What follows belongs to an exercise in optimizing a design on an open flow for small area; a production flow would make more cautious choices.
In this exercise RTL edits were held to simulation tests only and were not proved equivalent to the original.
Power figures rest on the tool's default switching activity, not on a simulated workload. No driver is modelled on the clock port, so clocking that relies on it looks cheaper here than on a real chip.

Design sample_pack_8, start of the top module:
module sample_pack_8 #(
    parameter int width       = 48,
    parameter int width_group = 384
) (
    input  logic                   clk,
    input  logic                   rst_n,
    input  logic                   clr,
    input  logic                   in_valid,
    output logic                   in_ready,
    input  logic [width-1:0]       in_data,
    output logic                   out_valid,
    input  logic                   out_ready,
    output logic [width_group-1:0] out_data,
    output logic [2:0]             fill_cnt
);
    logic                   hold_q;
    logic [2:0]             fill_q;
    logic                   out_valid_q;
    logic [width_group-1:0] asm_q, asm_d;
    logic [width_group-1:0] out_data_q;
    logic                   accept;
    logic                   out_free;
    logic                   last;
    logic [7:0]             asm_load, asm_keep;
    logic                   out_load, out_keep;
    logic                   out_load_direct, out_load_held;
    assign in_ready  = rst_n && !hold_q;
    assign accept    = in_valid && in_ready && !clr;
  ...
Size in the first run: about 770 flip-flops, about 0.024 sq mm of cells after synthesis.
Settings: LEC_CHECK=0, CAP_MARGIN=20, CORE_MARGIN=2, CORE_UTILIZATION=40, SLEW_MARGIN=20; clock period 4.0 ns.
standard.sh (not shown) runs the stock make flow with config.mk's settings and CLKGATE_MAP_FILE= SYNTH_SCRIPT=/design/flow/synth_recipe.tcl, a recipe that flattens the netlist after the stock synthesis.
==> flow/flow/run.sh <==
#!/bin/bash
# Standard ORFS layout with smaller port buffers and a leaner clock tree.
set -euo pipefail
cd "$(dirname "$0")/.."
export BUFFER_PORTS_ARGS="-buffer_cell sky130_fd_sc_hd__buf_1"
export CTS_ARGS="-sink_clustering_enable -repair_clock_nets -dont_use_dummy_load -buf_list sky130_fd_sc_hd__clkbuf_8 -sink_clustering_size 16 -sink_clustering_max_diameter 50"
bash standard.sh > flow_make.log 2>&1
Change:
==> flow/flow/run.sh (replaced) <==
#!/bin/bash
# Standard ORFS layout with smaller port buffers and a leaner clock tree.
set -euo pipefail
cd "$(dirname "$0")/.."
export BUFFER_PORTS_ARGS="-buffer_cell sky130_fd_sc_hd__buf_1"
export CTS_ARGS="-sink_clustering_enable -repair_clock_nets -dont_use_dummy_load -buf_list sky130_fd_sc_hd__clkbuf_8 -sink_clustering_size 20 -sink_clustering_max_diameter 60"
bash standard.sh > flow_make.log 2>&1
- CORE_UTILIZATION: 40 -> 70
- PLACE_DENSITY: unset -> 0.85
Clock power decreases by 19%; non-clock buffer count drops by 7; first-iteration DRC count grows by 35%; setup slack gets worse by 0.031 ns; count of clock-buffer cells in the layout decreases by 24; cell area went down by 3.1%; cell count is lower by 12%; power is lower by 6.4%; die area drops by 42%; register-to-register slack is worse by 0.06 ns; critical path depth stays the same.

========
Setup of v57:
sample_pack_8, a different RTL version from the one above (not shown whole).
Size in the first run: roughly 770 flip-flops, about 440 I/O pins.
clock: 4.0 ns
lec_check: 0
cap_margin: 0
core_margin: 2
core_utilization: 70
place_density: 0.85
slew_margin: 0
synth_hierarchical: 1
synth_minimum_keep_size: 0
==> flow/flow/run.sh <==
#!/bin/bash
# Standard ORFS layout with smaller port buffers and a leaner clock tree.
set -euo pipefail
cd "$(dirname "$0")/.."
export BUFFER_PORTS_ARGS="-buffer_cell sky130_fd_sc_hd__buf_1"
export CTS_ARGS="-sink_clustering_enable -repair_clock_nets -dont_use_dummy_load -buf_list sky130_fd_sc_hd__clkbuf_16 -sink_clustering_buffer sky130_fd_sc_hd__clkbuf_8 -sink_clustering_size 19 -sink_clustering_max_diameter 60"
bash standard.sh > flow_make.log 2>&1
v57 reached the final stage; the timing, DRC and antenna checks on its layout passed.
Input changes introduced in v1 (baseline for comparison: v57):
Settings: a change of CORE_UTILIZATION from 70 to 80; a change of PLACE_DENSITY from 0.85 to 0.9.
==> flow/flow/run.sh <==
#!/bin/bash
# Standard ORFS layout with smaller port buffers and a leaner clock tree.
set -euo pipefail
cd "$(dirname "$0")/.."
export BUFFER_PORTS_ARGS="-buffer_cell sky130_fd_sc_hd__buf_1"
export CTS_ARGS="-sink_clustering_enable -repair_clock_nets -dont_use_dummy_load -buf_list sky130_fd_sc_hd__clkbuf_8 -sink_clustering_size 18 -sink_clustering_max_diameter 60"
bash standard.sh > flow_make.log 2>&1
### Flow results
Comparing v57 and v1, the lower design area is on v1.
The lower row count of v57 and v1 is in v1.
The internal portion of total power number comes out higher for v57 vs v1.
v57 reports its last element of the critical path as asm_q[94] while v1 reports out_data_q[133].
Final weighted congestion in routability-driven placement, v1 vs v57: up by a few percent
[compare] base=v57 new=v1: worst slew slack as a fraction of its limit increased by 4.9 points relative to the old numbers, number of buffers outside the clock class in the layout decreased by about 0.65% relative to the old numbers.
The final layout from v1, which completed every stage, passed the timing, DRC and antenna checks at the end of the flow.
Input changes introduced in v44 (baseline for comparison: v1):
Settings: PLACE_DENSITY changed from 0.9 to 0.85; CORE_UTILIZATION changed from 80 to 70.
[summary]
- For v1, the path class of the lowest-slack min-delay path was input port to flop, unlike v44, where it was flop to flop.
- Diff v1 -> v44: aggregate negative setup slack was more or less identical, clock buffer count now larger.
- Between v44 and v1, the worst reg2reg path depth is higher for v1.
Edits applied to the flow inputs when going from v44 to v29:
--- a/flow/flow/run.sh
+++ b/flow/flow/run.sh
@@ -6 +6 @@
-export CTS_ARGS="-sink_clustering_enable -repair_clock_nets -dont_use_dummy_load -buf_list sky130_fd_sc_hd__clkbuf_8 -sink_clustering_size 18 -sink_clustering_max_diameter 60"
+export CTS_ARGS="-sink_clustering_enable -repair_clock_nets -dont_use_dummy_load -buf_list sky130_fd_sc_hd__clkbuf_8 -sink_clustering_size 20 -sink_clustering_max_diameter 60"
Findings:
Status: detailed-route wire length parity (v44, v29). v29 reports a higher share of power burned in registers than v44 does. The area overhead of the layout relative to synthesis number comes out higher for v44 vs v29. Re sum of internal, switching and leakage power: v29 is 0.99% down on v44. Compare v44 and v29 | maximum operating frequency lower: v29.
Edits applied to the flow inputs when going from v29 to v52:
--- a/flow/flow/run.sh
+++ b/flow/flow/run.sh
@@ -6 +6 @@
-export CTS_ARGS="-sink_clustering_enable -repair_clock_nets -dont_use_dummy_load -buf_list sky130_fd_sc_hd__clkbuf_8 -sink_clustering_size 20 -sink_clustering_max_diameter 60"
+export CTS_ARGS="-sink_clustering_enable -repair_clock_nets -dont_use_dummy_load -buf_list sky130_fd_sc_hd__clkbuf_16 -sink_clustering_size 36 -sink_clustering_max_diameter 80"
## What came out
Between v52 and v29, the difference in final area is negligible. v29 ended up with met5 as its highest metal layer with signal wires; v52 ended up with met4. From v29 to v52, portion of netlist area occupied by mux cells did not move at all. Wire length improves in v52 relative to v29. Setup slack in v52 is smaller than in v29. Final worst hold slack on v52 is down relative to v29. Of v52 and v29, the run reporting the lower clock network fraction of design power was v29.

========
The RTL this note starts from:
==> flow/design.v <==
module sample_pack_8 #(
    parameter int width       = 48,
    parameter int width_group = 384
) (
    input  logic                   clk,
    input  logic                   rst_n,
    input  logic                   clr,
    input  logic                   in_valid,
    output logic                   in_ready,
    input  logic [width-1:0]       in_data,
    output logic                   out_valid,
    input  logic                   out_ready,
    output logic [width_group-1:0] out_data,
    output logic [2:0]             fill_cnt
);
    logic                   hold_q;
    logic [2:0]             fill_q;
    logic                   out_valid_q;
    logic [width_group-1:0] asm_q, asm_d;
    logic [width_group-1:0] out_data_q;
    logic                   accept;
    logic                   out_free;
    logic                   last;
    logic [7:0]             asm_load, asm_keep;
    logic                   out_load, out_keep;
    logic                   out_load_direct, out_load_held;
    assign in_ready  = rst_n && !hold_q;
    assign accept    = in_valid && in_ready && !clr;
    assign out_free  = !out_valid_q || out_ready;
    assign last      = (fill_q == 3'd7);
    assign out_valid = out_valid_q;
    assign out_data  = out_data_q;
    assign fill_cnt  = fill_q;
    always_ff @(posedge clk) begin
        if (!rst_n) begin
            hold_q      <= 1'b0;
            fill_q      <= 3'd0;
            out_valid_q <= 1'b0;
        end else begin
            if (clr) begin
                fill_q <= 3'd0;
                hold_q <= 1'b0;
            end else if (accept) begin
                fill_q <= fill_q + 3'd1;
                if (last && !out_free) hold_q <= 1'b1;
            end else if (hold_q && out_free) begin
                hold_q <= 1'b0;
            end
            if ((accept && last) || (hold_q && !clr)) begin
                if (out_free) out_valid_q <= 1'b1;
            end else if (out_ready) begin
                out_valid_q <= 1'b0;
            end
        end
    end
    always_comb begin
        for (int s = 0; s < 8; s++) begin
            asm_load[s] = !hold_q && in_valid && fill_q == 3'(s);
            asm_keep[s] = hold_q || fill_q > 3'(s);
            asm_d[s*width +: width] = (in_data & {width{asm_load[s]}})
                                    | (asm_q[s*width +: width] & {width{asm_keep[s]}});
        end
    end
    always_ff @(posedge clk) begin
        asm_q <= asm_d;
    end
    assign out_load = out_free && (hold_q || (in_valid && last));
    assign out_keep = out_valid_q && !out_ready;
    assign out_load_direct = out_free && !hold_q && in_valid && last;
    assign out_load_held   = out_free && hold_q;
    always_ff @(posedge clk) begin
        out_data_q[7*width-1:0] <= (asm_q[7*width-1:0] & {(7*width){out_load}})
                                 | (out_data_q[7*width-1:0] & {(7*width){out_keep}});
        out_data_q[8*width-1:7*width] <= (in_data & {width{out_load_direct}})
                                       | (asm_q[8*width-1:7*width] & {width{out_load_held}})
                                       | (out_data_q[8*width-1:7*width] & {width{out_keep}});
    end
endmodule
export LEC_CHECK = 0
export CAP_MARGIN = 0
export CORE_MARGIN = 2
export CORE_UTILIZATION = 70
export PLACE_DENSITY = 0.85
export SLEW_MARGIN = 0
create_clock -name core_clock -period 4.0 [get_ports {clk}]
==> flow/flow/run.sh <==
#!/bin/bash
# Standard ORFS layout with smaller port buffers and a leaner clock tree.
set -euo pipefail
cd "$(dirname "$0")/.."
export BUFFER_PORTS_ARGS="-buffer_cell sky130_fd_sc_hd__buf_1"
export CTS_ARGS="-sink_clustering_enable -repair_clock_nets -dont_use_dummy_load -buf_list sky130_fd_sc_hd__clkbuf_8 -sink_clustering_size 20 -sink_clustering_max_diameter 60"
bash standard.sh > flow_make.log 2>&1
The first run went through all stages and came out clean.
Then changed:
==> flow/flow/run.sh (replaced) <==
#!/bin/bash
# Standard ORFS layout with smaller port buffers and a leaner clock tree.
set -euo pipefail
cd "$(dirname "$0")/.."
export BUFFER_PORTS_ARGS="-buffer_cell sky130_fd_sc_hd__buf_1"
export CTS_ARGS="-sink_clustering_enable -repair_clock_nets -dont_use_dummy_load -buf_list sky130_fd_sc_hd__clkbuf_16 -sink_clustering_size 32 -sink_clustering_max_diameter 60"
bash standard.sh > flow_make.log 2>&1
- CAP_MARGIN: 0 -> 20
- CORE_UTILIZATION: 70 -> 40
- PLACE_DENSITY: 0.85 -> not set
- SLEW_MARGIN: 0 -> 20
Result: Design area climbs by 4.3%. Utilization drops by 31 points. Clock skew climbs by 0.036 ns. Setup slack improved by 0.084 ns. Clock power climbs by 40%. Flip-flop and latch count stays the same. Sequential share of layout area drops by 2.4 points. Synthesized area does not change. Count of clock-buffer cells in the layout climbs by 1. First-iteration DRC count drops by 22%.
Then changed:
==> flow/flow/run.sh (replaced) <==
#!/bin/bash
# Standard ORFS layout with smaller port buffers and a leaner clock tree.
set -euo pipefail
cd "$(dirname "$0")/.."
export BUFFER_PORTS_ARGS="-buffer_cell sky130_fd_sc_hd__buf_1"
export CTS_ARGS="-sink_clustering_enable -repair_clock_nets -dont_use_dummy_load -buf_list sky130_fd_sc_hd__clkbuf_8 -sink_clustering_size 20 -sink_clustering_max_diameter 60"
bash standard.sh > flow_make.log 2>&1
Effect: Combinational power hardly moves; power drops by a little under a tenth; die area stays the same; sequential share of layout area goes up by 0.95 points; setup slack is worse by 0.12 ns; register-to-register slack loses 0.02 ns; sequential power stays flat; cell count is about the same; clock-buffer cell count rises by 5; cell area fell slightly.

port drivers added, routing unchanged:
No port has a modelled driver above. Below, the same layouts with a new extraction and two added sets of constraints. Step 1 assumes that a clkbuf_16 drives the clock port and a buf_2 every other input. Step 2, shift: input delay + t, output delay - t, t = (earliest + latest rising clock arrival at the registers) / 2. This alone moves slack from input paths to output paths. Slacks: ideal / step 1 / step 2; pairs: ideal / step 1.
run	t (ns)	slack for setup (ns)	latest minus earliest clock arrival (ns)
the first run of note 1	0.691	1.092 / 1.033 / 0.979	0.076 / 0.077
the second run of note 1	0.627	1.061 / 1.009 / 1.069	0.053 / 0.053
v57	0.595	1.407 / 1.407 / 1.117	0.035 / 0.036
v1	0.645	1.183 / 1.183 / 0.788	0.040 / 0.039
v44	0.639	1.408 / 1.408 / 1.078	0.066 / 0.067
v29	0.636	1.373 / 1.373 / 1.074	0.050 / 0.050
v52	0.627	1.359 / 1.359 / 1.084	0.033 / 0.033
the first run of note 3	0.664	1.024 / 0.972 / 1.114	0.041 / 0.042
the second run of note 3	0.633	1.108 / 1.049 / 0.988	0.088 / 0.088
the third run of note 3	0.689	0.992 / 0.936 / 0.996	0.109 / 0.109
After both steps every run listed still meets setup and hold. For v1, which loses most, drivers alone change the setup slack by 0.000 ns; drivers and shift together by -0.395 ns.
